What follows belongs to an exercise in optimizing a design on an open flow for small area, a short achievable clock period and few clock cycles; a production flow would make more cautious choices. Function was checked by simulation only, so behaviour that the tests miss may differ from the original.

==> flow/design.v <==
package sjpe_pkg;
    localparam int MAX_DEGREE_DEF = 63;
    localparam int MAX_ORDER_DEF  = 15;
    localparam int K_W    = 5;     
    localparam int N_W    = 7;     
    localparam int X_W    = 32;
    localparam int V_W    = 64;
    localparam int M_W    = 128;
    localparam int MULT_W = 16;
    localparam logic [2:0] OP_VALUE   = 3'd0;
    localparam logic [2:0] OP_DERIV   = 3'd1;
    localparam logic [2:0] OP_WEIGHT  = 3'd2;
    localparam logic [2:0] OP_WDERIV  = 3'd3;
    localparam logic [2:0] OP_WDERIV2 = 3'd4;
    localparam logic [1:0] FIN_NONE   = 2'd0;
    localparam logic [1:0] FIN_SCALE  = 2'd1;
    localparam logic [1:0] FIN_WEIGHT = 2'd2;
    localparam logic [1:0] FIN_ZERO   = 2'd3;
    localparam logic [2:0] MS_C1X = 3'd0;
    localparam logic [2:0] MS_MA  = 3'd1;
    localparam logic [2:0] MS_MB  = 3'd2;
    localparam logic [2:0] MS_XX  = 3'd3;
    localparam logic [2:0] MS_FIN = 3'd4;
    typedef struct packed {
        logic signed [X_W-1:0] x;
        logic [K_W-1:0]        k;
        logic [N_W-1:0]        n;
        logic [1:0]            fin;
        logic                  negate;
        logic                  halve;
        logic [MULT_W-1:0]     mult;
        logic                  ns;
    } job_t;
    typedef struct packed {
        logic       init;
        logic       mul_start;
        logic [2:0] msel;
        logic       keep_t;
        logic       keep_ma;
        logic       combine;
        logic       div_start;
        logic       fin_rnd;
        logic       step;
        logic       load_w;
        logic       fin_res;
        logic       out_load;
    } cmd_t;
    typedef struct packed {
        logic mul_done;
        logic div_done;
        logic more;
        logic out_free;
    } stat_t;
endpackage
module symmetric_jacobi_poly_eval
(
    input  logic               clk,
    input  logic               rst_n,
    input  logic               in_valid,
    output logic               in_stall,
    input  logic [2:0]         operation,
    input  logic [5:0]         degree,
    input  logic signed [31:0] x_value,
    output logic               out_valid,
    input  logic               out_stall,
    output logic signed [63:0] result_value,
    output logic               saturated,
    output logic               not_supported,
    input  logic               psel,
    input  logic               penable,
    input  logic               pwrite,
    input  logic [2:0]         paddr,
    input  logic [31:0]        pwdata,
    output logic [31:0]        prdata,
    output logic               pready
);
    localparam int R  = 8;           
    localparam int ND = 64 / R;      
    localparam int NX = 32 / R;      
    localparam logic [3:0] S_IDLE = 4'd0;
    localparam logic [3:0] S_DEC  = 4'd1;
    localparam logic [3:0] S_WARM = 4'd2;
    localparam logic [3:0] S_PASS = 4'd3;
    localparam logic [3:0] S_MLST = 4'd4;
    localparam logic [3:0] S_COMB = 4'd5;
    localparam logic [3:0] S_FIN1 = 4'd6;
    localparam logic [3:0] S_FIN2 = 4'd7;
    localparam logic [1:0] M_REC = 2'd0;    
    localparam logic [1:0] M_FIN = 2'd1;    
    localparam logic [1:0] M_X2  = 2'd2;    
    logic [3:0] order_reg;
    logic [3:0] prd_reg;
    assign pready = 1'b1;
    always_ff @(posedge clk or negedge rst_n)
    begin
        if (!rst_n)
            order_reg <= 4'd0;
        else if (psel && penable && pwrite && (paddr[2] == 1'b0))
            order_reg <= pwdata[3:0];
    end
    always_ff @(posedge clk)
    begin
        if (psel && !penable)
            prd_reg <= paddr[2] ? 4'd0 : order_reg;
    end
    assign prdata = {28'b0, prd_reg};
    logic [3:0]   state;
    logic [3:0]   cnt;          
    logic         x2act;        
    logic [1:0]   xcnt;
    logic         wload;        
    logic         dv;           
    logic         dfirst;
    logic [1:0]   dmode;
    logic         dsub;
    logic [R-1:0] dig_a, dig_b;
    logic [2:0]   op_r;
    logic [5:0]   deg_r;
    logic [31:0]  x_r;
    logic [3:0]   k_r;
    logic         xsign;
    logic [31:0]  xabs;
    logic [4:0]   kq;           
    logic [6:0]   nq;           
    logic         f_zero, f_weight, f_halve, f_neg, f_ns;
    logic [12:0]  mult;
    logic [45:0]  c1x;          
    logic [37:0]  xj;           
    logic [12:0]  c2;           
    logic [6:0]   jj;
    logic [12:0]  dnext;        
    logic [6:0]   ii;
    logic [12:0]  ddiv;         
    logic [12:0]  rem;
    logic [63:0]  dvd;
    logic         ovf;          
    logic         dneg;         
    logic [63:0]  pmag;         
    logic         psign;
    logic         cur_na;       
    logic         psub;
    logic [1:0]   pmode;
    logic         psrc_div;
    logic         pconst;       
    logic         sat_r;
    logic [61:0]  wabs;
    logic         wsign;
    logic [127:0] acc;
    logic [79:0]  q_r;
    logic         fneg;
    logic         ov_r;
    logic [63:0]  res_r;
    logic         sat_o, ns_o;
    assign in_stall      = (state != S_IDLE);
    assign out_valid     = ov_r;
    assign result_value  = res_r;
    assign saturated     = sat_o;
    assign not_supported = ns_o;
    wire accept   = in_valid && (state == S_IDLE);
    wire x2busy   = x2act || wload || (dv && dmode == M_X2);
    wire out_free = !ov_r || !out_stall;
    logic [4:0]  kq_c;
    logic [6:0]  nq_c;
    logic        zero_c, weight_c, halve_c, neg_c, ns_c;
    logic [12:0] mult_c;
    always_comb
    begin
        kq_c     = {1'b0, k_r};
        nq_c     = {1'b0, deg_r};
        zero_c   = 1'b0;
        weight_c = 1'b0;
        halve_c  = 1'b0;
        neg_c    = 1'b0;
        ns_c     = 1'b0;
        mult_c   = 13'd1;
        case (op_r)
            3'd0: ;
            3'd1, 3'd3:
            begin
                if (op_r == 3'd1 || k_r == 4'd0)
                begin
                    kq_c    = {1'b0, k_r} + 5'd1;
                    nq_c    = {1'b0, deg_r} - 7'd1;
                    zero_c  = (deg_r == 6'd0);
                    halve_c = 1'b1;
                    mult_c  = 13'(deg_r) + 13'({k_r, 1'b0}) + 13'd1;
                end
                else
                begin
                    kq_c   = {1'b0, k_r} - 5'd1;
                    nq_c   = {1'b0, deg_r} + 7'd1;
                    neg_c  = 1'b1;
                    mult_c = 13'({deg_r + 7'd1, 1'b0});
                end
            end
            3'd2:
                weight_c = 1'b1;
            3'd4:
            begin
                if (k_r == 4'd0)
                begin
                    zero_c = 1'b1;
                    ns_c   = 1'b1;
                end
                else
                begin
                    neg_c  = 1'b1;
                    mult_c = (13'(deg_r) + 13'd1) * (13'(deg_r) + 13'({k_r, 1'b0}));
                end
            end
            default:
                zero_c = 1'b1;
        endcase
    end
    logic [12:0]  dv_rem;
    logic [R-1:0] dv_q;
    logic [13:0]  dv_r2;
    logic [14:0]  dv_sub;
    always_comb
    begin
        dv_rem = rem;
        for (int b = 0; b < R; b++)
        begin
            dv_r2  = {dv_rem, dvd[63 - b]};
            dv_sub = {1'b0, dv_r2} - {2'b0, ddiv};
            dv_q[R - 1 - b] = !dv_sub[14];
            dv_rem = dv_sub[14] ? dv_r2[12:0] : dv_sub[12:0];
        end
    end
    logic [R-1:0] ovf_dig;
    always_comb
    begin
        if (cnt == 4'd0)
            ovf_dig = dneg ? {1'b1, {(R-1){1'b0}}} : {1'b0, {(R-1){1'b1}}};
        else
            ovf_dig = dneg ? {R{1'b0}} : {R{1'b1}};
    end
    logic [63:0]  p0_sh;
    logic [R-1:0] p0_dig;
    always_comb
    begin
        p0_sh  = 64'h0000_0000_4000_0000 << (R * cnt);
        p0_dig = p0_sh[63:64-R];
    end
    logic [R-1:0] div_dig;
    assign div_dig = ovf ? ovf_dig : dv_q;
    logic [61:0]  coef_a;
    logic [69:0]  prod_a;
    logic [20:0]  prod_b;
    logic [127:0] term_b;
    logic [127:0] acc_nx;
    always_comb
    begin
        case (dmode)
            M_REC:   coef_a = 62'(c1x);
            M_X2:    coef_a = 62'(xabs);
            default: coef_a = f_weight ? wabs : 62'(mult);
        endcase
        prod_a = coef_a * dig_a;
        prod_b = (dmode == M_REC) ? (c2 * dig_b) : 21'd0;
        term_b = {77'b0, prod_b, 30'b0};
        acc_nx = (dfirst ? 128'd0 : {acc[127-R:0], {R{1'b0}}}) + {58'b0, prod_a}
               + (dsub ? (~term_b + 128'd1) : term_b);
    end
    logic         cb_s;
    logic [127:0] cb_t;
    logic [97:0]  cb_T;
    logic [34:0]  cb_th;
    logic         cb_ovf, cb_sat, cb_neg;
    always_comb
    begin
        cb_s   = acc[127];
        cb_t   = (acc ^ {128{cb_s}}) + {127'b0, cb_s} + {86'b0, dnext, 29'b0};
        cb_T   = cb_t[127:30];
        cb_th  = cb_T[97:63];
        cb_neg = cur_na ^ cb_s;
        cb_ovf = (cb_th >= 35'(dnext));
        if (cb_neg)
            cb_sat = (cb_th > 35'(dnext)) || ((cb_th == 35'(dnext)) && (cb_T[62:0] >= 63'(dnext)));
        else
            cb_sat = cb_ovf;
    end
    logic [127:0] fn_sum;
    logic [79:0]  fn_q;
    logic [63:0]  fn_lim, fn_mag, fn_val;
    logic         fn_over;
    always_comb
    begin
        if (f_weight)
            fn_sum = acc + {68'b0, 1'b1, 59'b0};
        else
            fn_sum = acc + {127'b0, f_halve};
        if (f_weight)
            fn_q = {12'b0, fn_sum[127:60]};
        else if (f_halve)
            fn_q = fn_sum[80:1];
        else
            fn_q = fn_sum[79:0];
        fn_lim  = fneg ? 64'h8000_0000_0000_0000 : 64'h7fff_ffff_ffff_ffff;
        fn_over = (|q_r[79:64]) || (q_r[63:0] > fn_lim);
        fn_mag  = fn_over ? fn_lim : q_r[63:0];
        fn_val  = fneg ? (~fn_mag + 64'd1) : fn_mag;
    end
    always_ff @(posedge clk or negedge rst_n)
    begin
        if (!rst_n)
        begin
            state <= S_IDLE;
            x2act <= 1'b0;
            wload <= 1'b0;
            dv    <= 1'b0;
            ov_r  <= 1'b0;
        end
        else
        begin
            dv    <= 1'b0;
            wload <= dv && (dmode == M_X2) && !x2act;
            if (out_free)
                ov_r <= 1'b0;
            if (x2act)
            begin
                dv <= 1'b1;
                if (xcnt == 2'(NX - 1))
                    x2act <= 1'b0;
            end
            case (state)
                S_IDLE:
                    if (accept)
                        state <= S_DEC;
                S_DEC:
                begin
                    if (zero_c)
                        state <= S_FIN2;
                    else
                        state <= S_WARM;
                    x2act <= weight_c;
                end
                S_WARM:
                    if (jj == 7'(kq) + 7'd1)
                        state <= S_PASS;
                S_PASS:
                begin
                    if (x2busy)
                        ;
                    else
                    begin
                        dv <= 1'b1;
                        if (cnt == 4'(ND - 1))
                            state <= S_MLST;
                    end
                end
                S_MLST:
                    state <= (pmode == M_REC) ? S_COMB : S_FIN1;
                S_COMB:
                    state <= S_PASS;
                S_FIN1:
                    state <= S_FIN2;
                S_FIN2:
                    if (out_free)
                    begin
                        state <= S_IDLE;
                        ov_r  <= 1'b1;
                    end
                default:
                    state <= S_IDLE;
            endcase
        end
    end
    always_ff @(posedge clk)
    begin
        if (accept)
        begin
            op_r  <= operation;
            deg_r <= degree;
            x_r   <= x_value;
            k_r   <= order_reg;
        end
        if (x2act)
        begin
            xcnt   <= xcnt + 2'd1;
            dig_a  <= xabs[31 - R * xcnt -: R];
            dfirst <= (xcnt == 2'd0);
            dmode  <= M_X2;
            dsub   <= 1'b0;
        end
        if (dv)
            acc <= acc_nx;
        if (wload)
        begin
            wsign <= (acc[63:0] > 64'h1000_0000_0000_0000);
            if (acc[63:0] > 64'h1000_0000_0000_0000)
                wabs <= 62'(acc[63:0] - 64'h1000_0000_0000_0000);
            else
                wabs <= 62'(64'h1000_0000_0000_0000 - acc[63:0]);
        end
        case (state)
            S_DEC:
            begin
                kq       <= kq_c;
                nq       <= nq_c;
                f_zero   <= zero_c;
                f_weight <= weight_c;
                f_halve  <= halve_c;
                f_neg    <= neg_c;
                f_ns     <= ns_c;
                mult     <= mult_c;
                xsign    <= x_r[31];
                xabs     <= x_r[31] ? (~x_r + 32'd1) : x_r;
                c1x      <= '0;
                xj       <= '0;
                c2       <= '0;
                jj       <= '0;
                dnext    <= {6'b0, kq_c, 2'b0} + 13'd4;
                ii       <= 7'd2;
                pmag     <= 64'h0000_0000_4000_0000;
                psign    <= 1'b0;
                sat_r    <= 1'b0;
                xcnt     <= 2'd0;
                cnt      <= 4'd0;
            end
            S_WARM:
            begin
                c1x <= c1x + {6'b0, xj, 2'b0} + 46'(xabs);
                xj  <= xj + 38'(xabs);
                c2  <= c2 + {5'b0, jj, 1'b0};
                jj  <= jj + 7'd1;
                if (jj == 7'(kq) + 7'd1 && nq != 7'd0)
                begin
                    pmag  <= 64'(xj);
                    psign <= xsign;
                end
                cur_na   <= 1'b0;
                psub     <= 1'b1;
                pconst   <= 1'b1;
                psrc_div <= 1'b0;
                pmode    <= (nq >= 7'd2) ? M_REC : M_FIN;
            end
            S_PASS:
            begin
                if (!x2busy)
                begin
                    cnt    <= (cnt == 4'(ND - 1)) ? 4'd0 : cnt + 4'd1;
                    dfirst <= (cnt == 4'd0);
                    dmode  <= pmode;
                    dsub   <= psub;
                    dig_b  <= pconst ? p0_dig : pmag[63:64-R];
                    if (psrc_div)
                    begin
                        dig_a <= div_dig;
                        pmag  <= {pmag[63-R:0], div_dig};
                        rem   <= dv_rem;
                        dvd   <= {dvd[63-R:0], {R{1'b0}}};
                        if (cnt == 4'(ND - 1))
                            psign <= dneg;
                    end
                    else
                    begin
                        dig_a <= pmag[63:64-R];
                        pmag  <= {pmag[63-R:0], pmag[63:64-R]};
                    end
                end
            end
            S_COMB:
            begin
                rem      <= cb_T[76:64];
                dvd      <= cb_T[63:0];
                ddiv     <= dnext;
                ovf      <= cb_ovf;
                dneg     <= cb_neg;
                sat_r    <= sat_r | cb_sat;
                cur_na   <= xsign ^ cb_neg;
                psub     <= (xsign ^ cb_neg) != !psign;
                pconst   <= 1'b0;
                psrc_div <= 1'b1;
                pmode    <= (ii == nq) ? M_FIN : M_REC;
                dnext    <= dnext + {5'b0, ii, 1'b0} + {7'b0, kq, 1'b0} + 13'd1;
                ii       <= ii + 7'd1;
                c1x      <= c1x + {6'b0, xj, 2'b0} + 46'(xabs);
                xj       <= xj + 38'(xabs);
                c2       <= c2 + {5'b0, jj, 1'b0};
                jj       <= jj + 7'd1;
            end
            S_FIN1:
            begin
                q_r  <= fn_q;
                fneg <= f_weight ? (psign ^ wsign) : (psign ^ f_neg);
            end
            S_FIN2:
            begin
                if (out_free)
                begin
                    res_r <= f_zero ? 64'd0 : fn_val;
                    sat_o <= f_zero ? 1'b0 : (sat_r | fn_over);
                    ns_o  <= f_zero ? f_ns : 1'b0;
                end
            end
            default: ;
        endcase
    end
endmodule
==> flow/run.sh <==
#!/bin/bash
# synth_recipe.tcl (not shown) runs the flow's synth.tcl, then flattens the netlist and writes it again
# the make line also repeats each setting of config.mk as NAME=value (left out here)
make -C /OpenROAD-flow-scripts/flow DESIGN_CONFIG=/design/flow/config.mk WORK_HOME=/design/flow/orfs CLKGATE_MAP_FILE= SYNTH_SCRIPT=/design/flow/synth_recipe.tcl finish
==> flow/config.mk <==
export PLATFORM = sky130hd
export DESIGN_NAME = symmetric_jacobi_poly_eval
export DESIGN_NICKNAME = symmetric_jacobi_poly_eval
export VERILOG_FILES = /design/flow/design.v
export SDC_FILE = /design/flow/constraint.sdc
export NUM_CORES = 4
export LEC_CHECK = 0
export ABC_CLOCK_PERIOD_IN_PS = 15000
export CAP_MARGIN = 20
export CORE_MARGIN = 2
export CORE_UTILIZATION = 40
export SLEW_MARGIN = 20
==> flow/constraint.sdc <==
create_clock -name core_clock -period 16.0 [get_ports {clk}]
set_input_delay 3.2000 -clock core_clock [delete_from_list [all_inputs] [get_ports {clk}]]
set_output_delay 3.2000 -clock core_clock [all_outputs]
set_load 0.01 [all_outputs]
==> summary.txt, run 1 <==
LOGIC SYNTHESIS
----------------------------------------------------------------------------------
Cell type with the largest total area after synthesis                     edfxtp_1
Post-Synthesis Cells                                                          9141
Fraction of synthesized cell area in xor and xnor cells                     7.423%
Post-Synth Simple-Gate Area                                                 18.72%
Library cell with the highest instance count after synthesis               nand2_1
Post-Syn Area                                                         0.08366 sq mm
Predominant post-synthesis flop cell                                      edfxtp_1
Mux share of post-synthesis cell area                                       2.414%
Synth Register Bits                                                            773
Share of the synthesized area in compound gates (AO/OA/AOI/OAI)             14.67%
Number of enable flip-flop cells after synthesis                               748
Number of library cell types mapped by synthesis                               101
Mapped Avg Cell Area                                                   9.152 sq um
Commonest cells in the netlist                                        nand2_1, edfxtp_1, nor2_1
Synth async-reset ratio                                                     1.423%
Share of the synthesized area in the top cell type                          26.85%
Post-synthesis adder-cell area fraction                                     23.79%
Sequential-to-total area share from yosys stat                              27.51%
Main area contributors after synthesis                                edfxtp_1, fa_1, ha_1
Synth warn                                                                       1
Combinational family with the most area after synthesis                adder cells

FLOORPLANNING
----------------------------------------------------------------------------------
Die X-Extent                                                              461.3 um
Boundary pin count                                                             184
Area of the core                                                      0.2075 sq mm
Initial cell density of the core                                            40.32%
Die height                                                                461.3 um
Die area                                                              0.2128 sq mm
# rows                                                                         167

CRITICAL PATH
----------------------------------------------------------------------------------
Critical Path Max Stage Delay                                               440 ps
Path type of the worst setup path                                          reg2reg
Register-to-register path setup slack                                      -920 ps
Top delay family on crit path                                         compound AO/OA/AOI/OAI gates
CP arrival                                                                17380 ps
Critical path depth in cells                                                    98
Startpoint type of the worst setup path                                  flip-flop
Largest fanout on the critical path                                              8
FF-to-FF path depth                                                             98
Worst path most repeated cell                                                buf_4
Setup crit end kind                                                      flip-flop
CP Data Required Time                                                     16460 ps
Cell with the largest stage delay on the worst path                       edfxtp_1
Worst path bufs/invs                                                            18

LAYOUT
----------------------------------------------------------------------------------
Fin util                                                                    45.55%
Flip-flop count of the largest register after layout                           128
Register bank with the most flops                                              acc
Top flop regs                                                         acc (128), q_r (80)
NumNets Final                                                                10685
Layout-stage area growth over the synthesis result                          12.98%
Post-route standard cell area excluding fillers                       0.09452 sq mm
Ratio of cells with drive above 1 in the final layout                       9.929%
Number of cells in the finished layout apart from fillers                    12237

GLOBAL ROUTING
----------------------------------------------------------------------------------
First-pass GRT wire length                                               427600 um
Number of global-route vias before repair                                    69982
Largest net degree at the start of global routing                              178
Initial antenna violation count                                                  3
GRT Total Usage                                                             26.12%
Remaining global-route overflow                                                  0

CLOCK NETWORK
----------------------------------------------------------------------------------
Clock slew at reported path FFs                                              70 ps
CTS tree                                                                       yes
Deepest level of the CTS H-tree                                                  3
Number of sinks driven by the clock tree                                       773
Maximum buffer depth of the clock tree                                           3
Hold_buf cts                                                                     0
Later-pin clock latency in the skew report                                  780 ps
CTS root buf                                                             clkbuf_16
Number of buffers inserted during clock tree synthesis                          95

STA
----------------------------------------------------------------------------------
Clock skew                                                                56.27 ps
Shortest clock period the worst path allows after layout                  16920 ps
Worst slew margin                                                           14.33%
Period utilisation layout                                                   105.7%
RSZ-0062 raised after global routing                                           yes
Total of endpoints with negative setup slack in the final report                15
Slack of the critical path                                               -919.7 ps
Slew @ Worst Pin                                                           1285 ps
Fmax                                                                   0.05910 GHz
Max-slew violation count                                                         0
Number of hold violations in the final report                                    0

PLACED DESIGN
----------------------------------------------------------------------------------
Setup slack at placement                                                  -2119 ps
Routability Congestion                                                      0.9854
Placed instance area                                                  0.09006 sq mm
Detailed Place HPWL                                                      216800 um
Quantity of I/O buffers inserted on ports                                      124
Placed cell count                                                            11987

DRT
----------------------------------------------------------------------------------
Ratio of routed vias to standard cells                                       5.779
Average wire per standard cell                                            22.95 um
Drt drc                                                                          0
Detailed-router iteration count before antenna repair                            6
Aggregate routed wire length                                             280800 um
Number of vias after detailed routing                                        70712
Number of DRC violations after detailed-routing iteration 0                   6748
Remaining number of nets flagged by the antenna check after routing              0

RUN STATUS
----------------------------------------------------------------------------------
Failed Checks                                                         negative setup slack
Run status                                                            failed layout checks

FLOW RUN
----------------------------------------------------------------------------------
Max_cap viols                                                                    0

WORST HOLD PATH
----------------------------------------------------------------------------------
Tightest Hold Check Type                                                   reg2reg
Worst hold stages                                                                2

cells in the final DEF (no fill, tap or decap), types with 264 or more instances in the layout:
master / n
edfxtp_1: 748
inv_1: 622
a21oi_1: 518
and2_1: 336
ha_1: 626
xnor2_1: 445
nand2_1: 914
buf_4: 489
o21ai_0: 333
xor2_1: 264
fa_1: 589
nor2_1: 692
metrics by stage:
stage / hold WS [ps] / setup TNS [ps]
2_1_floorplan: 408.1 / -13770
3_3_place_gp: 424.2 / -24920
3_5_place_dp: 446.2 / -29770
4_1_cts: 459.3 / -11460
5_1_grt: 483.2 / -25250
6_report: 460.9 / -12450
final timing paths:
path / from / endpoint
setup / recovery: ddiv[0] / rem[11]
hold / removal: psub / dsub
setup reg to reg: ddiv[0] / rem[11]
hold reg to reg: psub / dsub
max in group asynchronous: rst_n / dv
min in group asynchronous: rst_n / dv
worst min-delay path, delay by kind of cell (launching register included):
kind             cells  cell delay [ps]
DFF                  1              330
and+or+nand+nor      2              110
cell families (layout without fill, tap and decap cells):
logic type,after synthesis,after routing
buffers and inverters,1165,1443
multiplexers,195,195
flip-flops,773,773
other,2,31
AO/OA/AOI/OAI,1882,1882
XOR/XNOR,709,709
AND/OR/NAND/NOR,3181,3182
adder cells (fa/ha/maj),1234,1234
cell type report:
type                    instances  area (sq um)
inverters                     636          2387
repair buffers                631          5154
clock buffers                 105          2436
multi-input cells            7231         57030
fillers                     19777        113000
clock inverters                71         977.2
diodes                          2         5.005
flip-flops and latches        773         23040
well taps                    2788          3488
layer usage:
metal  share of wire [%]  vias up  GRT usage, %
met4                 5.2        2         11.43
li1                    -    32496             -
met1                  42    34940         34.84
met5              0.0039        -             0
met3                 7.2      599         3.770
met2                  45     2675         42.07
repair_timing:
action                                  in CTS  in global routing
buffers inserted                            56                 15
endpoints found under the setup margin      15                 16
pin swaps                                   38                  7
gates resized for setup                     64                 35
cloned                                       1                  0
Testbench counts, summed over its fixed seeds: cycles 101,678.
==> run 2, diff against run 1 <==
--- a/flow/design.v
+++ b/flow/design.v
@@ -113,6 +113,6 @@
     logic         dfirst;
     logic [1:0]   dmode;
-    logic         dsub;
-    logic [R-1:0] dig_a, dig_b;
+    logic [R-1:0] dig_a;
+    logic [21:0]  tb_r;         
     logic [2:0]   op_r;
     logic [5:0]   deg_r;
@@ -120,5 +120,5 @@
     logic [3:0]   k_r;
     logic         xsign;
-    logic [31:0]  xabs;
+    wire  [31:0]  xabs = x_r;   
     logic [4:0]   kq;           
     logic [6:0]   nq;           
@@ -132,4 +132,5 @@
     logic [6:0]   ii;
     logic [12:0]  ddiv;         
+    logic [14:0]  ddiv3;        
     logic [12:0]  rem;
     logic [63:0]  dvd;
@@ -147,5 +148,5 @@
     logic         wsign;
     logic [127:0] acc;
-    logic [79:0]  q_r;
+    logic         qhi;          
     logic         fneg;
     logic         ov_r;
@@ -215,15 +216,35 @@
     logic [12:0]  dv_rem;
     logic [R-1:0] dv_q;
-    logic [13:0]  dv_r2;
-    logic [14:0]  dv_sub;
+    logic [14:0]  dv_r4;
+    logic [15:0]  dv_s1, dv_s2, dv_s3;
     always_comb
     begin
         dv_rem = rem;
-        for (int b = 0; b < R; b++)
+        for (int b = 0; b < R / 2; b++)
         begin
-            dv_r2  = {dv_rem, dvd[63 - b]};
-            dv_sub = {1'b0, dv_r2} - {2'b0, ddiv};
-            dv_q[R - 1 - b] = !dv_sub[14];
-            dv_rem = dv_sub[14] ? dv_r2[12:0] : dv_sub[12:0];
+            dv_r4 = {dv_rem, dvd[63 - 2 * b -: 2]};
+            dv_s1 = {1'b0, dv_r4} - {3'b0, ddiv};
+            dv_s2 = {1'b0, dv_r4} - {2'b0, ddiv, 1'b0};
+            dv_s3 = {1'b0, dv_r4} - {1'b0, ddiv3};
+            if (!dv_s3[15])
+            begin
+                dv_q[R - 1 - 2 * b -: 2] = 2'd3;
+                dv_rem = dv_s3[12:0];
+            end
+            else if (!dv_s2[15])
+            begin
+                dv_q[R - 1 - 2 * b -: 2] = 2'd2;
+                dv_rem = dv_s2[12:0];
+            end
+            else if (!dv_s1[15])
+            begin
+                dv_q[R - 1 - 2 * b -: 2] = 2'd1;
+                dv_rem = dv_s1[12:0];
+            end
+            else
+            begin
+                dv_q[R - 1 - 2 * b -: 2] = 2'd0;
+                dv_rem = dv_r4[12:0];
+            end
         end
     end
@@ -243,9 +264,22 @@
         p0_dig = p0_sh[63:64-R];
     end
+    always_comb
+    begin
+        b_dig  = pconst ? p0_dig : pmag[63:64-R];
+        b_prod = c2 * b_dig;
+        if (pmode != M_REC)
+            b_term = 22'd0;
+        else if (psub)
+            b_term = ~{1'b0, b_prod} + 22'd1;
+        else
+            b_term = {1'b0, b_prod};
+    end
     logic [R-1:0] div_dig;
     assign div_dig = ovf ? ovf_dig : dv_q;
     logic [61:0]  coef_a;
     logic [69:0]  prod_a;
-    logic [20:0]  prod_b;
+    logic [R-1:0] b_dig;
+    logic [20:0]  b_prod;
+    logic [21:0]  b_term;
     logic [127:0] term_b;
     logic [127:0] acc_nx;
@@ -258,8 +292,6 @@
         endcase
         prod_a = coef_a * dig_a;
-        prod_b = (dmode == M_REC) ? (c2 * dig_b) : 21'd0;
-        term_b = {77'b0, prod_b, 30'b0};
-        acc_nx = (dfirst ? 128'd0 : {acc[127-R:0], {R{1'b0}}}) + {58'b0, prod_a}
-               + (dsub ? (~term_b + 128'd1) : term_b);
+        term_b = {{76{tb_r[21]}}, tb_r, 30'b0};
+        acc_nx = (dfirst ? 128'd0 : {acc[127-R:0], {R{1'b0}}}) + {58'b0, prod_a} + term_b;
     end
     logic         cb_s;
@@ -298,6 +330,6 @@
             fn_q = fn_sum[79:0];
         fn_lim  = fneg ? 64'h8000_0000_0000_0000 : 64'h7fff_ffff_ffff_ffff;
-        fn_over = (|q_r[79:64]) || (q_r[63:0] > fn_lim);
-        fn_mag  = fn_over ? fn_lim : q_r[63:0];
+        fn_over = qhi || (dvd > fn_lim);
+        fn_mag  = fn_over ? fn_lim : dvd;
         fn_val  = fneg ? (~fn_mag + 64'd1) : fn_mag;
     end
@@ -382,5 +414,5 @@
             dfirst <= (xcnt == 2'd0);
             dmode  <= M_X2;
-            dsub   <= 1'b0;
+            tb_r   <= 22'd0;
         end
         if (dv)
@@ -406,5 +438,5 @@
                 mult     <= mult_c;
                 xsign    <= x_r[31];
-                xabs     <= x_r[31] ? (~x_r + 32'd1) : x_r;
+                x_r      <= x_r[31] ? (~x_r + 32'd1) : x_r;
                 c1x      <= '0;
                 xj       <= '0;
@@ -443,6 +475,5 @@
                     dfirst <= (cnt == 4'd0);
                     dmode  <= pmode;
-                    dsub   <= psub;
-                    dig_b  <= pconst ? p0_dig : pmag[63:64-R];
+                    tb_r   <= b_term;
                     if (psrc_div)
                     begin
@@ -466,4 +497,5 @@
                 dvd      <= cb_T[63:0];
                 ddiv     <= dnext;
+                ddiv3    <= {2'b0, dnext} + {1'b0, dnext, 1'b0};
                 ovf      <= cb_ovf;
                 dneg     <= cb_neg;
@@ -483,5 +515,6 @@
             S_FIN1:
             begin
-                q_r  <= fn_q;
+                dvd  <= fn_q[63:0];
+                qhi  <= |fn_q[79:64];
                 fneg <= f_weight ? (psign ^ wsign) : (psign ^ f_neg);
             end
--- a/flow/config.mk
+++ b/flow/config.mk
@@ -10,3 +10,4 @@
 export CORE_MARGIN = 2
 export CORE_UTILIZATION = 40
+export SETUP_SLACK_MARGIN = 5
 export SLEW_MARGIN = 20
==> summary.txt, run 2 <==
CLOCK NETWORK
----------------------------------------------------------------------------------
CTS root buf                                                             clkbuf_16
Number of buffers inserted during clock tree synthesis                          89
Number of sinks driven by the clock tree                                       689
CTS tree                                                                       yes
Deepest level of the CTS H-tree                                                  3
Maximum buffer depth of the clock tree                                           3
Hold_buf cts                                                                     0
Later-pin clock latency in the skew report                                  770 ps
Clock slew at reported path FFs                                              60 ps

FLOORPLANNING
----------------------------------------------------------------------------------
Area of the core                                                      0.2100 sq mm
Die area                                                              0.2152 sq mm
# rows                                                                         168
Die X-Extent                                                              463.9 um
Initial cell density of the core                                            40.29%
Boundary pin count                                                             184
Die height                                                                463.9 um

STA
----------------------------------------------------------------------------------
Setup TNS                                                                     0 ps
RSZ-0062 raised after global routing                                            no
Max-slew violation count                                                         0
Number of hold violations in the final report                                    0
Clock skew                                                                71.41 ps
Fmax                                                                   0.09386 GHz
Shortest clock period the worst path allows after layout                  10650 ps
Total of endpoints with negative setup slack in the final report                 0
Slew @ Worst Pin                                                           1169 ps
Period utilisation layout                                                   66.59%
Worst slew margin                                                           21.21%

LAYOUT
----------------------------------------------------------------------------------
Ratio of cells with drive above 1 in the final layout                       5.770%
Register bank with the most flops                                              acc
Most frequent cells in the layout                                     nand2_1, ha_1, inv_1, nor2_1, edfxtp_1
Fin util                                                                    43.85%
Layout-stage area growth over the synthesis result                          8.837%
Number of cells in the finished layout apart from fillers                    12288
Flip-flop count of the largest register after layout                           128
Most common cell after layout, fill and taps aside                         nand2_1
Post-route standard cell area excluding fillers                       0.09208 sq mm
NumNets Final                                                                10799
FILL cells                                                                   20444

DRT
----------------------------------------------------------------------------------
WL met3                                                                   22760 um
Detailed-router iteration count before antenna repair                            6
DRT met1 WL                                                              126800 um
Number of DRC violations after detailed-routing iteration 0                   7347
Remaining number of nets flagged by the antenna check after routing              0
Top metal layer carrying routed signals                                       met4
Ratio of routed vias to standard cells                                       5.954
Drt drc                                                                          0
Number of vias after detailed routing                                        73165
Aggregate routed wire length                                             294000 um
Routed length on met2                                                    130300 um
Average wire per standard cell                                            23.93 um

CRITICAL PATH
----------------------------------------------------------------------------------
CP Data Required Time                                                     16490 ps
Register-to-register path setup slack                                      5350 ps
FF-to-FF path depth                                                             25
CP arrival                                                                11140 ps
Startpoint type of the worst setup path                                  flip-flop
Critical Path Max Stage Delay                                               850 ps
Largest fanout on the critical path                                             45
Path type of the worst setup path                                          reg2reg
Setup crit end kind                                                      flip-flop
Critical register-to-register path endpoint                               acc[120]
Cell with the largest stage delay on the worst path                      a2111oi_2
Launch point of the worst reg-to-reg path                                 dmode[1]
Worst path most repeated cell                                                 fa_1

LOGIC SYNTHESIS
----------------------------------------------------------------------------------
Number of library cell types mapped by synthesis                               118
Mapped Avg Cell Area                                                   8.860 sq um
Main area contributors after synthesis                                edfxtp_1, fa_1, ha_1
Share of the synthesized area in the top cell type                          22.82%
Post-Synthesis Cells                                                          9549
Number of enable flip-flop cells after synthesis                               643
Post-Syn Area                                                         0.08460 sq mm
Library cell with the highest instance count after synthesis               nand2_1
Predominant post-synthesis flop cell                                      edfxtp_1
Synth Register Bits                                                            689
Commonest cells in the netlist                                        nand2_1, ha_1, inv_1
Cell type with the largest total area after synthesis                     edfxtp_1
Synth async-reset ratio                                                     1.597%
Sequential-to-total area share from yosys stat                              23.98%
Synth warn                                                                       1

WORST HOLD PATH
----------------------------------------------------------------------------------
Tightest Hold Check Type                                                   reg2reg
Worst hold stages                                                                0
Startpoint of the tightest hold check path                            order_reg[0]
Endpoint with the worst hold slack                                          k_r[0]

PLACED DESIGN
----------------------------------------------------------------------------------
Detailed Place HPWL                                                      225800 um
Placed cell count                                                            12069
Quantity of I/O buffers inserted on ports                                      124
Routability Congestion                                                       1.010
Placed instance area                                                  0.08811 sq mm

GLOBAL ROUTING
----------------------------------------------------------------------------------
Remaining global-route overflow                                                  0
GRT Total Usage                                                             26.64%
Initial antenna violation count                                                  5
Number of global-route vias before repair                                    71627
Largest net degree at the start of global routing                              138
First-pass GRT wire length                                               443800 um

FLOW RUN
----------------------------------------------------------------------------------
Max_cap viols                                                                    0

RUN STATUS
----------------------------------------------------------------------------------
Run status                                                            complete, no violations

-- run 2: cell types whose count changed after synthesis, moves of 27 or more --
cell	change
a21o_1	+28
o21ai_0	+81
inv_1	+58
ha_1	+69
edfxtp_1	-105
a211oi_1	+38
nor2_1	-28
nor2b_1	+36
nand3_1	+43
a22o_1	+27
-- run 2: how the worst max path moves through the flow --
stage,start,cells past startpoint,endpoint
global route,dvd[63],55,rem[8]
floorplan,ddiv[1],48,rem[8]
CTS,dvd[63],51,rem[7]
global placement,ddiv[1],46,pmag[1]
finish,dmode[1],25,acc[120]
detailed placement,ddiv[1],45,rem[7]
-- run 2: kinds of logic (layout without fill, tap and decap cells) --
| logic type | Yosys count | in the layout | share of synthesized area, % |
|---|---|---|---|
| xor+xnor | 733 | 733 | 7.589 |
| mux | 156 | 156 | 1.893 |
| fa+ha+maj | 1308 | 1308 | 24.66 |
| other cells | 2 | 32 | 0.008877 |
| simple gates | 3253 | 3254 | 19.10 |
| buf+inv | 1234 | 1136 | 5.777 |
| compound gates | 2174 | 2175 | 16.99 |
| flops | 689 | 689 | 23.98 |
-- run 2: cell type report --
class                      instances  area (sq um)  share of cell area [%]
tap                             2805          3510                   3.812
sequential                       689         20320                   22.07
inverter                         694          2629                   2.855
clock buffer                     111          2391                   2.597
clock inverter                    52         649.4                  0.7053
antenna                            3         7.507                0.008153
timing repair buffer             279          2441                   2.651
multi-input combinational       7655         60130                   65.30
-- run 2: through the flow --
stage / hold slack, ps / setup slack, ps
floorplan: 433.4 / 5577
global placement: 462.1 / 2440
detailed placement: 463.0 / 2425
CTS: 479.6 / 4994
global route: 491.1 / 4944
finish: 478.2 / 5346
-- run 2: repair_timing --
item,in CTS,in global routing
endpoints found under the setup margin,17,25
buffers inserted,20,30
gates resized for setup,53,79
pin swaps,5,13
cloned,0,2
-- run 2: routing by layer --
layer	vias to the layer above	track usage [%]
met3	546	4.389
met2	3083	41.38
met4	0	11.73
met1	36142	36.44
met5	-	0
li1	33394	-
-- run 2: critical path: cells and delay by family (launching register included) --
| kind | cells | cell delay [ps] |
|---|---|---|
| adders and majority gates | 6 | 2730 |
| and+or+nand+nor | 3 | 480 |
| buffers and inverters | 1 | 550 |
| AOI/OAI and AO/OA | 14 | 6000 |
| DFF | 1 | 370 |
| xor gates and xnor gates | 1 | 170 |
Testbench counts of run 2, summed over its fixed seeds: cycles 101,678.
==> run 3, diff against run 2 <==
--- a/flow/config.mk
+++ b/flow/config.mk
@@ -6,8 +6,9 @@
 export NUM_CORES = 4
 export LEC_CHECK = 0
+export ABC_AREA = 1
 export ABC_CLOCK_PERIOD_IN_PS = 15000
 export CAP_MARGIN = 20
 export CORE_MARGIN = 2
-export CORE_UTILIZATION = 40
+export CORE_UTILIZATION = 55
 export SETUP_SLACK_MARGIN = 5
 export SLEW_MARGIN = 20
==> summary.txt, run 3 <==
RUN STATUS
----------------------------------------------------------------------------------
Run status                                                            complete, no violations

FLOORPLANNING
----------------------------------------------------------------------------------
Area of the core                                                      0.1582 sq mm
Initial cell density of the core                                            55.27%
Die area                                                              0.1622 sq mm
Die X-Extent                                                              402.7 um
Boundary pin count                                                             184
Die height                                                                402.7 um
# rows                                                                         146

CRITICAL PATH
----------------------------------------------------------------------------------
Critical Path Max Stage Delay                                               610 ps
CP Data Required Time                                                     16400 ps
Cell with the largest stage delay on the worst path                        o21ai_0
Crit path to                                                              acc[126]
Register-to-register path setup slack                                      5600 ps
Path type of the worst setup path                                          reg2reg
Critical path depth in cells                                                    32
Critical path startpoint                                                  dmode[0]
Worst path bufs/invs                                                             6
Top delay family on crit path                                         compound AO/OA/AOI/OAI gates
Largest fanout on the critical path                                             30
Critical register-to-register path endpoint                               acc[126]
Setup crit end kind                                                      flip-flop
Startpoint type of the worst setup path                                  flip-flop
Worst path most repeated cell                                              nand2_1
CP arrival                                                                10810 ps
FF-to-FF path depth                                                             32
Launch point of the worst reg-to-reg path                                 dmode[0]

STA
----------------------------------------------------------------------------------
Fmax                                                                   0.09614 GHz
Total of endpoints with negative setup slack in the final report                 0
Max-slew violation count                                                         0
Shortest clock period the worst path allows after layout                  10400 ps
Clock skew                                                                70.18 ps
Number of hold violations in the final report                                    0
Period utilisation layout                                                   65.01%
Setup TNS                                                                     0 ps
Slack of the critical path                                                 5599 ps
Worst slew margin                                                           21.95%
Slew @ Worst Pin                                                           1162 ps
RSZ-0062 raised after global routing                                            no

LOGIC SYNTHESIS
----------------------------------------------------------------------------------
Main area contributors after synthesis                                edfxtp_1, fa_1, ha_1
Post-Synth Simple-Gate Area                                                 23.20%
Sequential-to-total area share from yosys stat                              23.20%
Synth warn                                                                       1
Number of enable flip-flop cells after synthesis                               643
Mux share of post-synthesis cell area                                     0.02433%
Number of library cell types mapped by synthesis                                83
Cell type with the largest total area after synthesis                     edfxtp_1
Synth async-reset ratio                                                     1.597%
Share of the synthesized area in compound gates (AO/OA/AOI/OAI)             12.48%
Commonest cells in the netlist                                        nand2_1, inv_1, nor2_1
Synth Register Bits                                                            689
Share of the synthesized area in the top cell type                          22.08%
Post-synthesis adder-cell area fraction                                     23.86%
Predominant post-synthesis flop cell                                      edfxtp_1
Combinational family with the most area after synthesis                adder cells
Fraction of synthesized cell area in xor and xnor cells                     6.918%
Post-Synthesis Cells                                                         11769
Post-Syn Area                                                         0.08743 sq mm
Mapped Avg Cell Area                                                   7.429 sq um
Library cell with the highest instance count after synthesis               nand2_1

CLOCK NETWORK
----------------------------------------------------------------------------------
CTS tree                                                                       yes
CTS root buf                                                             clkbuf_16
Number of sinks driven by the clock tree                                       689
Clock slew at reported path FFs                                              70 ps
Later-pin clock latency in the skew report                                  750 ps
Deepest level of the CTS H-tree                                                  3
Number of buffers inserted during clock tree synthesis                          84
Maximum buffer depth of the clock tree                                           3
Hold_buf cts                                                                     0

FLOW RUN
----------------------------------------------------------------------------------
Max_cap viols                                                                    0

LAYOUT
----------------------------------------------------------------------------------
Layout-stage area growth over the synthesis result                          7.944%
Ratio of cells with drive above 1 in the final layout                       4.324%
Most frequent cells in the layout                                     nand2_1, inv_1, nor2_1, a21oi_1, ha_1
Most common cell after layout, fill and taps aside                         nand2_1
Register bank with the most flops                                              acc
FILL cells                                                                   14661
NumNets Final                                                                13206
Flip-flop count of the largest register after layout                           128

GLOBAL ROUTING
----------------------------------------------------------------------------------
Largest net degree at the start of global routing                              134
Remaining global-route overflow                                                  0
Number of global-route vias before repair                                    81406
GRT Total Usage                                                             41.48%
Initial antenna violation count                                                 12
First-pass GRT wire length                                               505900 um

DRT
----------------------------------------------------------------------------------
Drt drc                                                                          0
Detailed-router iteration count before antenna repair                            9
Ratio of routed vias to standard cells                                       6.040
Number of vias after detailed routing                                        84341
Remaining number of nets flagged by the antenna check after routing              0
Aggregate routed wire length                                             340600 um
Average wire per standard cell                                            24.39 um
Number of DRC violations after detailed-routing iteration 0                  10540

PLACED DESIGN
----------------------------------------------------------------------------------
Setup slack at placement                                                   2813 ps
Quantity of I/O buffers inserted on ports                                      124
Routability Congestion                                                       1.073
Detailed Place HPWL                                                      277900 um

WORST HOLD PATH
----------------------------------------------------------------------------------
Tightest Hold Check Type                                                   reg2reg

run 3: cell count changes in the layout (fill, tap and decap cells not counted), sizes merged, moves of 196 or more:
| cell | change |
|---|---|
| and2 | -330 |
| nor2b | -197 |
| nand2 | +1264 |
| xnor2 | -241 |
| nor2 | +964 |
| a21oi | +265 |
| xor2 | +196 |
| inv | +1280 |
run 3: worst min-delay path by stage:
| stage | to | slack [ps] | cells after the start | start |
|---|---|---|---|---|
| 2_1_floorplan | k_r[0] | 420 | 0 | order_reg[0] |
| 3_3_place_gp | dmode[1] | 470 | 2 | dmode[1] |
| 3_5_place_dp | k_r[0] | 460 | 0 | order_reg[0] |
| 4_1_cts | k_r[0] | 490 | 0 | order_reg[0] |
| 5_1_grt | k_r[0] | 490 | 0 | order_reg[0] |
| 6_report | k_r[0] | 490 | 0 | order_reg[0] |
run 3: what timing repair did:
action,in CTS,in global routing
setup buffers,17,33
setup endpoints to repair,17,17
resized for setup,26,69
gates cloned,1,4
pin swaps,3,7
run 3: per-layer routing:
layer,global-route usage (%),wire [um]
met2,61.71,142700
met4,19.30,19350
met5,0.3568,199
met3,10.67,42210
met1,56.55,136200
run 3: logic make-up after synthesis:
family | count (synthesis)
other cells | 2
flops | 689
xor+xnor | 688
compound gates | 1881
mux | 2
fa+ha+maj | 1308
buf+inv | 2322
simple gates | 4877
run 3: metrics by stage:
stage	util (%)	cells	hold WS (ps)	instance area (sq um)
detailed placement	57.25	13746	457.9	90570
CTS	59.29	13922	485.2	93800
global placement	57.25	13746	465.1	90570
floorplan	-	11796	424.9	87530
finish	59.66	13963	487.6	94370
global route	59.65	13959	489.9	94360
run 3: final cells by class:
| type | instances | area (sq um) | share of cell area [%] |
|---|---|---|---|
| clock inverters | 61 | 772.0 | 0.8180 |
| inverters | 1991 | 7546 | 7.996 |
| repair buffers | 259 | 2287 | 2.424 |
| diodes | 4 | 10.01 | 0.01061 |
| multi-input cells | 8788 | 58630 | 62.13 |
| repair inverters | 2 | 10.01 | 0.01061 |
| clock buffers | 97 | 2222 | 2.355 |
| well taps | 2072 | 2592 | 2.747 |
| flip-flops and latches | 689 | 20300 | 21.51 |
==> run 4, diff against run 3 <==
--- a/flow/design.v
+++ b/flow/design.v
@@ -131,8 +131,9 @@
     logic [12:0]  dnext;        
     logic [6:0]   ii;
-    logic [12:0]  ddiv;         
-    logic [14:0]  ddiv3;        
-    logic [12:0]  rem;
-    logic [63:0]  dvd;
+    logic [6:0]   da, db;       
+    logic [8:0]   da3, db3;     
+    logic [6:0]   rem1, rem2;   
+    logic [71:0]  dvd;
+    logic [R-1:0] q1d;          
     logic         ovf;          
     logic         dneg;         
@@ -214,43 +215,101 @@
         endcase
     end
-    logic [12:0]  dv_rem;
-    logic [R-1:0] dv_q;
-    logic [14:0]  dv_r4;
-    logic [15:0]  dv_s1, dv_s2, dv_s3;
+    function automatic logic [10:0] sub10(input logic [9:0] x, input logic [9:0] y);
+        logic [9:0] g, p, gg, pp, gn, pn;
+        g  = x & ~y;
+        p  = x ^ ~y;
+        gg = {g[9:1], g[0] | p[0]};
+        pp = {p[9:1], 1'b0};
+        for (int l = 0; l < 4; l++)
+        begin
+            gn = gg;
+            pn = pp;
+            for (int i = 0; i < 10; i++)
+            begin
+                if (i >= (1 << l))
+                begin
+                    gn[i] = gg[i] | (pp[i] & gg[i - (1 << l)]);
+                    pn[i] = pp[i] & pp[i - (1 << l)];
+                end
+            end
+            gg = gn;
+            pp = pn;
+        end
+        sub10 = {gg[9], p ^ {gg[8:0], 1'b1}};
+    endfunction
+    logic [6:0]   c1_rem, c2_rem;
+    logic [R-1:0] c1_q, dv_q;
+    logic [8:0]   c1_r4, c2_r4;
+    logic [10:0]  c1_s1, c1_s2, c1_s3, c2_s1, c2_s2, c2_s3;
+    always_comb
+    begin
+        c1_rem = rem1;
+        for (int b = 0; b < R / 2; b++)
+        begin
+            c1_r4 = {c1_rem, dvd[71 - 2 * b -: 2]};
+            c1_s1 = sub10({1'b0, c1_r4}, {3'b0, da});
+            c1_s2 = sub10({1'b0, c1_r4}, {2'b0, da, 1'b0});
+            c1_s3 = sub10({1'b0, c1_r4}, {1'b0, da3});
+            if (c1_s3[10])
+            begin
+                c1_q[R - 1 - 2 * b -: 2] = 2'd3;
+                c1_rem = c1_s3[6:0];
+            end
+            else if (c1_s2[10])
+            begin
+                c1_q[R - 1 - 2 * b -: 2] = 2'd2;
+                c1_rem = c1_s2[6:0];
+            end
+            else if (c1_s1[10])
+            begin
+                c1_q[R - 1 - 2 * b -: 2] = 2'd1;
+                c1_rem = c1_s1[6:0];
+            end
+            else
+            begin
+                c1_q[R - 1 - 2 * b -: 2] = 2'd0;
+                c1_rem = c1_r4[6:0];
+            end
+        end
+    end
     always_comb
     begin
-        dv_rem = rem;
+        c2_rem = rem2;
         for (int b = 0; b < R / 2; b++)
         begin
-            dv_r4 = {dv_rem, dvd[63 - 2 * b -: 2]};
-            dv_s1 = {1'b0, dv_r4} - {3'b0, ddiv};
-            dv_s2 = {1'b0, dv_r4} - {2'b0, ddiv, 1'b0};
-            dv_s3 = {1'b0, dv_r4} - {1'b0, ddiv3};
-            if (!dv_s3[15])
+            c2_r4 = {c2_rem, q1d[R - 1 - 2 * b -: 2]};
+            c2_s1 = sub10({1'b0, c2_r4}, {3'b0, db});
+            c2_s2 = sub10({1'b0, c2_r4}, {2'b0, db, 1'b0});
+            c2_s3 = sub10({1'b0, c2_r4}, {1'b0, db3});
+            if (c2_s3[10])
             begin
                 dv_q[R - 1 - 2 * b -: 2] = 2'd3;
-                dv_rem = dv_s3[12:0];
+                c2_rem = c2_s3[6:0];
             end
-            else if (!dv_s2[15])
+            else if (c2_s2[10])
             begin
                 dv_q[R - 1 - 2 * b -: 2] = 2'd2;
-                dv_rem = dv_s2[12:0];
+                c2_rem = c2_s2[6:0];
             end
-            else if (!dv_s1[15])
+            else if (c2_s1[10])
             begin
                 dv_q[R - 1 - 2 * b -: 2] = 2'd1;
-                dv_rem = dv_s1[12:0];
+                c2_rem = c2_s1[6:0];
             end
             else
             begin
                 dv_q[R - 1 - 2 * b -: 2] = 2'd0;
-                dv_rem = dv_r4[12:0];
+                c2_rem = c2_r4[6:0];
             end
         end
     end
+    logic [3:0] plast;
+    logic [3:0] didx;
+    assign plast = psrc_div ? 4'(ND + 1) : 4'(ND - 1);
+    assign didx  = psrc_div ? (cnt - 4'd2) : cnt;
     logic [R-1:0] ovf_dig;
     always_comb
     begin
-        if (cnt == 4'd0)
+        if (didx == 4'd0)
             ovf_dig = dneg ? {1'b1, {(R-1){1'b0}}} : {1'b0, {(R-1){1'b1}}};
         else
@@ -261,5 +320,5 @@
     always_comb
     begin
-        p0_sh  = 64'h0000_0000_4000_0000 << (R * cnt);
+        p0_sh  = 64'h0000_0000_4000_0000 << (R * didx);
         p0_dig = p0_sh[63:64-R];
     end
@@ -330,6 +389,6 @@
             fn_q = fn_sum[79:0];
         fn_lim  = fneg ? 64'h8000_0000_0000_0000 : 64'h7fff_ffff_ffff_ffff;
-        fn_over = qhi || (dvd > fn_lim);
-        fn_mag  = fn_over ? fn_lim : dvd;
+        fn_over = qhi || (dvd[63:0] > fn_lim);
+        fn_mag  = fn_over ? fn_lim : dvd[63:0];
         fn_val  = fneg ? (~fn_mag + 64'd1) : fn_mag;
     end
@@ -377,6 +436,7 @@
                     else
                     begin
-                        dv <= 1'b1;
-                        if (cnt == 4'(ND - 1))
+                        if (!psrc_div || cnt >= 4'd2)
+                            dv <= 1'b1;
+                        if (cnt == plast)
                             state <= S_MLST;
                     end
@@ -472,15 +532,22 @@
                 if (!x2busy)
                 begin
-                    cnt    <= (cnt == 4'(ND - 1)) ? 4'd0 : cnt + 4'd1;
-                    dfirst <= (cnt == 4'd0);
+                    cnt    <= (cnt == plast) ? 4'd0 : cnt + 4'd1;
+                    dfirst <= (didx == 4'd0);
                     dmode  <= pmode;
                     tb_r   <= b_term;
                     if (psrc_div)
                     begin
-                        dig_a <= div_dig;
-                        pmag  <= {pmag[63-R:0], div_dig};
-                        rem   <= dv_rem;
-                        dvd   <= {dvd[63-R:0], {R{1'b0}}};
-                        if (cnt == 4'(ND - 1))
+                        rem1 <= c1_rem;
+                        q1d  <= c1_q;
+                        dvd  <= {dvd[71-R:0], {R{1'b0}}};
+                        if (cnt == 4'd1)
+                            rem2 <= q1d[6:0];
+                        if (cnt >= 4'd2)
+                        begin
+                            rem2  <= c2_rem;
+                            dig_a <= div_dig;
+                            pmag  <= {pmag[63-R:0], div_dig};
+                        end
+                        if (cnt == plast)
                             psign <= dneg;
                     end
@@ -494,8 +561,10 @@
             S_COMB:
             begin
-                rem      <= cb_T[76:64];
-                dvd      <= cb_T[63:0];
-                ddiv     <= dnext;
-                ddiv3    <= {2'b0, dnext} + {1'b0, dnext, 1'b0};
+                rem1     <= cb_T[78:72];
+                dvd      <= cb_T[71:0];
+                da       <= ii;
+                da3      <= {2'b0, ii} + {1'b0, ii, 1'b0};
+                db       <= ii + {1'b0, kq, 1'b0};
+                db3      <= 9'(ii + {1'b0, kq, 1'b0}) * 9'd3;
                 ovf      <= cb_ovf;
                 dneg     <= cb_neg;
@@ -515,5 +584,5 @@
             S_FIN1:
             begin
-                dvd  <= fn_q[63:0];
+                dvd  <= {8'b0, fn_q[63:0]};
                 qhi  <= |fn_q[79:64];
                 fneg <= f_weight ? (psign ^ wsign) : (psign ^ f_neg);
--- a/flow/config.mk
+++ b/flow/config.mk
@@ -6,9 +6,8 @@
 export NUM_CORES = 4
 export LEC_CHECK = 0
-export ABC_AREA = 1
 export ABC_CLOCK_PERIOD_IN_PS = 15000
 export CAP_MARGIN = 20
 export CORE_MARGIN = 2
-export CORE_UTILIZATION = 55
+export CORE_UTILIZATION = 40
 export SETUP_SLACK_MARGIN = 5
 export SLEW_MARGIN = 20
==> summary.txt, run 4 <==
STA
----------------------------------------------------------------------------------
Clock skew                                                                114.4 ps
Period utilisation layout                                                   65.68%
RSZ-0062 raised after global routing                                            no
Slew @ Worst Pin                                                           1152 ps
Fmax                                                                   0.09516 GHz
Worst slew margin                                                           21.99%
Total of endpoints with negative setup slack in the final report                 0
Max-slew violation count                                                         0
Number of hold violations in the final report                                    0
Shortest clock period the worst path allows after layout                  10510 ps
Setup TNS                                                                     0 ps

LOGIC SYNTHESIS
----------------------------------------------------------------------------------
Synth async-reset ratio                                                     1.554%
Share of the synthesized area in the top cell type                          23.45%
Library cell with the highest instance count after synthesis               nand2_1
Mapped Avg Cell Area                                                   8.924 sq um
Share of the synthesized area in compound gates (AO/OA/AOI/OAI)             16.41%
Commonest cells in the netlist                                        nand2_1, ha_1, nor2_1
Combinational family with the most area after synthesis                adder cells
Post-Syn Area                                                         0.08479 sq mm
Fraction of synthesized cell area in xor and xnor cells                     7.520%
Number of library cell types mapped by synthesis                               105
Post-Synthesis Cells                                                          9501
Main area contributors after synthesis                                edfxtp_1, fa_1, ha_1
Cell type with the largest total area after synthesis                     edfxtp_1
Mux share of post-synthesis cell area                                       1.760%
Sequential-to-total area share from yosys stat                              24.60%
Post-Synth Simple-Gate Area                                                 18.93%
Synth warn                                                                       1
Post-synthesis adder-cell area fraction                                     25.23%
Number of enable flip-flop cells after synthesis                               662
Synth Register Bits                                                            708
Predominant post-synthesis flop cell                                      edfxtp_1

FLOORPLANNING
----------------------------------------------------------------------------------
Area of the core                                                      0.2115 sq mm
# rows                                                                         169
Die X-Extent                                                              464.4 um
Die area                                                              0.2157 sq mm
Boundary pin count                                                             184
Die height                                                                464.4 um
Initial cell density of the core                                            40.10%

LAYOUT
----------------------------------------------------------------------------------
FILL cells                                                                   20642
Top flop regs                                                         acc (128), dvd (72)
Layout-stage area growth over the synthesis result                          8.468%
Most frequent cells in the layout                                     nand2_1, ha_1, nor2_1, edfxtp_1, inv_1
Ratio of cells with drive above 1 in the final layout                       5.002%
Register bank with the most flops                                              acc
Most common cell after layout, fill and taps aside                         nand2_1
Flip-flop count of the largest register after layout                           128
NumNets Final                                                                10750

CRITICAL PATH
----------------------------------------------------------------------------------
Largest fanout on the critical path                                             80
Critical Path Max Stage Delay                                               800 ps
Path type of the worst setup path                                          reg2reg
FF-to-FF path depth                                                             26
Register-to-register path setup slack                                      5490 ps
Top delay family on crit path                                         compound AO/OA/AOI/OAI gates
CP Data Required Time                                                     16460 ps
Startpoint type of the worst setup path                                  flip-flop
Cell with the largest stage delay on the worst path                       o311ai_0
Setup crit end kind                                                      flip-flop
Worst path most repeated cell                                                 fa_1
Launch point of the worst reg-to-reg path                                 dmode[0]
Critical register-to-register path endpoint                               acc[127]
CP arrival                                                                10970 ps
Worst path bufs/invs                                                             3

CLOCK NETWORK
----------------------------------------------------------------------------------
Clock slew at reported path FFs                                              60 ps
Hold_buf cts                                                                     0
CTS tree                                                                       yes
Number of sinks driven by the clock tree                                       708
Maximum buffer depth of the clock tree                                           3
Deepest level of the CTS H-tree                                                  3
CTS root buf                                                             clkbuf_16
Number of buffers inserted during clock tree synthesis                          90
Later-pin clock latency in the skew report                                  800 ps

DRT
----------------------------------------------------------------------------------
Aggregate routed wire length                                             280000 um
WL met3                                                                   22390 um
Drt drc                                                                          0
Ratio of routed vias to standard cells                                       5.887
DRT met1 WL                                                              120600 um
Remaining number of nets flagged by the antenna check after routing              0
Detailed-router iteration count before antenna repair                            8
Number of DRC violations after detailed-routing iteration 0                   6983
Average wire per standard cell                                            22.92 um
Routed length on met2                                                    125200 um
Number of vias after detailed routing                                        71951
Top metal layer carrying routed signals                                       met5

PLACED DESIGN
----------------------------------------------------------------------------------
Quantity of I/O buffers inserted on ports                                      124
Detailed Place HPWL                                                      213800 um
Routability Congestion                                                      0.9961

RUN STATUS
----------------------------------------------------------------------------------
Run status                                                            complete, no violations

GLOBAL ROUTING
----------------------------------------------------------------------------------
GRT Total Usage                                                             25.48%
Largest net degree at the start of global routing                              144
Remaining global-route overflow                                                  0
First-pass GRT wire length                                               429100 um
Number of global-route vias before repair                                    70493
Initial antenna violation count                                                  5

WORST HOLD PATH
----------------------------------------------------------------------------------
Worst hold stages                                                                1
Tightest Hold Check Type                                                   reg2reg
Startpoint of the tightest hold check path                                dmode[0]
Endpoint with the worst hold slack                                           wload

FLOW RUN
----------------------------------------------------------------------------------
Max_cap viols                                                                    0

==> run 4: cell types whose count changed in the layout (fill, tap and decap cells not counted), moves of 206 or more <==
cell,before,now
inv_1,1943,655
nand2_1,2157,933
and2_1,10,321
xnor2_1,221,447
nor2_1,1624,668
nor2b_1,0,206
a21oi_1,810,583
nand3_1,442,200
==> run 4: final cells by class <==
| cell class | count | area (sq um) | area share [%] |
|---|---|---|---|
| clock buffers | 113 | 2421 | 2.633 |
| clock inverters | 56 | 837.1 | 0.9102 |
| repair buffers | 246 | 2186 | 2.377 |
| well taps | 2821 | 3530 | 3.838 |
| diodes | 3 | 7.507 | 0.008163 |
| flip-flops and latches | 708 | 20880 | 22.70 |
| multi-input cells | 7608 | 59590 | 64.79 |
| inverters | 666 | 2516 | 2.736 |
==> run 4: layer usage <==
layer / vias up / global-route usage, %
met2: 2821 / 40.06
met1: 35514 / 34.76
li1: 33132 / -
met4: 2 / 10.13
met3: 482 / 4.398
met5: - / 0
==> run 4: worst max path at each step <==
stage | start | to | slack, ps | cells past startpoint
finish | dmode[0] | acc[127] | 5490 | 26
global route | db3[0] | rem1[0] | 4990 | 44
CTS | db3[0] | rem1[0] | 5050 | 45
detailed placement | da[1] | rem1[6] | 3270 | 42
global placement | da[1] | rem1[6] | 3260 | 42
floorplan | db3[0] | rem1[1] | 6120 | 44
==> run 4: worst register-to-register path, stage by stage (launching register included) <==
cell and delay, ps:
dfxtp_2 340, buf_4 680, and2_1 230, buf_4 380
a22o_1 450, nand2_1 120, fa_1 520, inv_1 60
fa_1 540, fa_1 540, fa_1 540, fa_1 500
ha_1 490, nand4_1 220, nor3_1 570, nand4_1 160
o311ai_0 800, nor4_1 130, nor2_1 360, a32o_1 390
a21oi_1 210, o41ai_1 640, nand2_1 130, a41oi_1 450
nand4_1 180, a221oi_1 370, xnor2_1 180
==> run 4: stage by stage <==
| stage | instances | setup slack [ps] | utilization (%) | hold slack, ps | area, sq um |
|---|---|---|---|---|---|
| after CTS | 12204 | 5050 | 43.39 | 433.8 | 91750 |
| after global placement | 12031 | 3264 | 41.80 | 414.0 | 88380 |
| final | 12221 | 5492 | 43.49 | 434.0 | 91970 |
| after floorplan | 9528 | 6116 | - | 425.1 | 84890 |
| after detailed placement | 12031 | 3265 | 41.80 | 426.1 | 88380 |
| after global routing | 12219 | 4992 | 43.49 | 453.4 | 91960 |
==> run 4: cell families after synthesis <==
family | count (synthesis)
fa+ha+maj | 1347
buf+inv | 1212
xor+xnor | 728
compound gates | 2129
flops | 708
mux | 144
other cells | 2
simple gates | 3231
==> run 4: what timing repair did <==
item,in CTS,in global routing
gates cloned,0,0
pin swaps,2,5
hold endpoints to repair,0,0
buffers inserted,4,14
endpoints found under the setup margin,20,22
gates resized for setup,22,25
Testbench counts of run 4, summed over its fixed seeds: cycles 120,606.

what the ideal ports hide:
The flow's constraints put no driver on any port. The routed layouts listed below were extracted and timed again, unchanged, in two steps. Step 1 assumes that a clkbuf_16 drives the clock port and a buf_2 every other input. Step 2, shift: input delay + t, output delay - t, t = (earliest + latest rising clock arrival at the registers) / 2. This alone moves slack from input paths to output paths. a / b / c = no drivers / after step 1 / after step 2; a / b = the first two.
run | t, ns | slack for setup (ns) | hold slack, ns | worst setup path at the end | latest minus earliest clock arrival (ns)
run 1 | 0.840 | -0.920 / -0.920 / -0.920 | 0.461 / 0.461 / 0.461 | register to register | 0.056 / 0.056
run 2 | 0.835 | 5.346 / 5.346 / 5.346 | 0.478 / 0.478 / 0.478 | register to register | 0.072 / 0.072
run 3 | 0.807 | 5.599 / 5.599 / 5.599 | 0.488 / 0.488 / 0.488 | register to register | 0.072 / 0.073
run 4 | 0.846 | 5.491 / 5.491 / 5.491 | 0.434 / 0.434 / 0.434 | register to register | 0.114 / 0.114
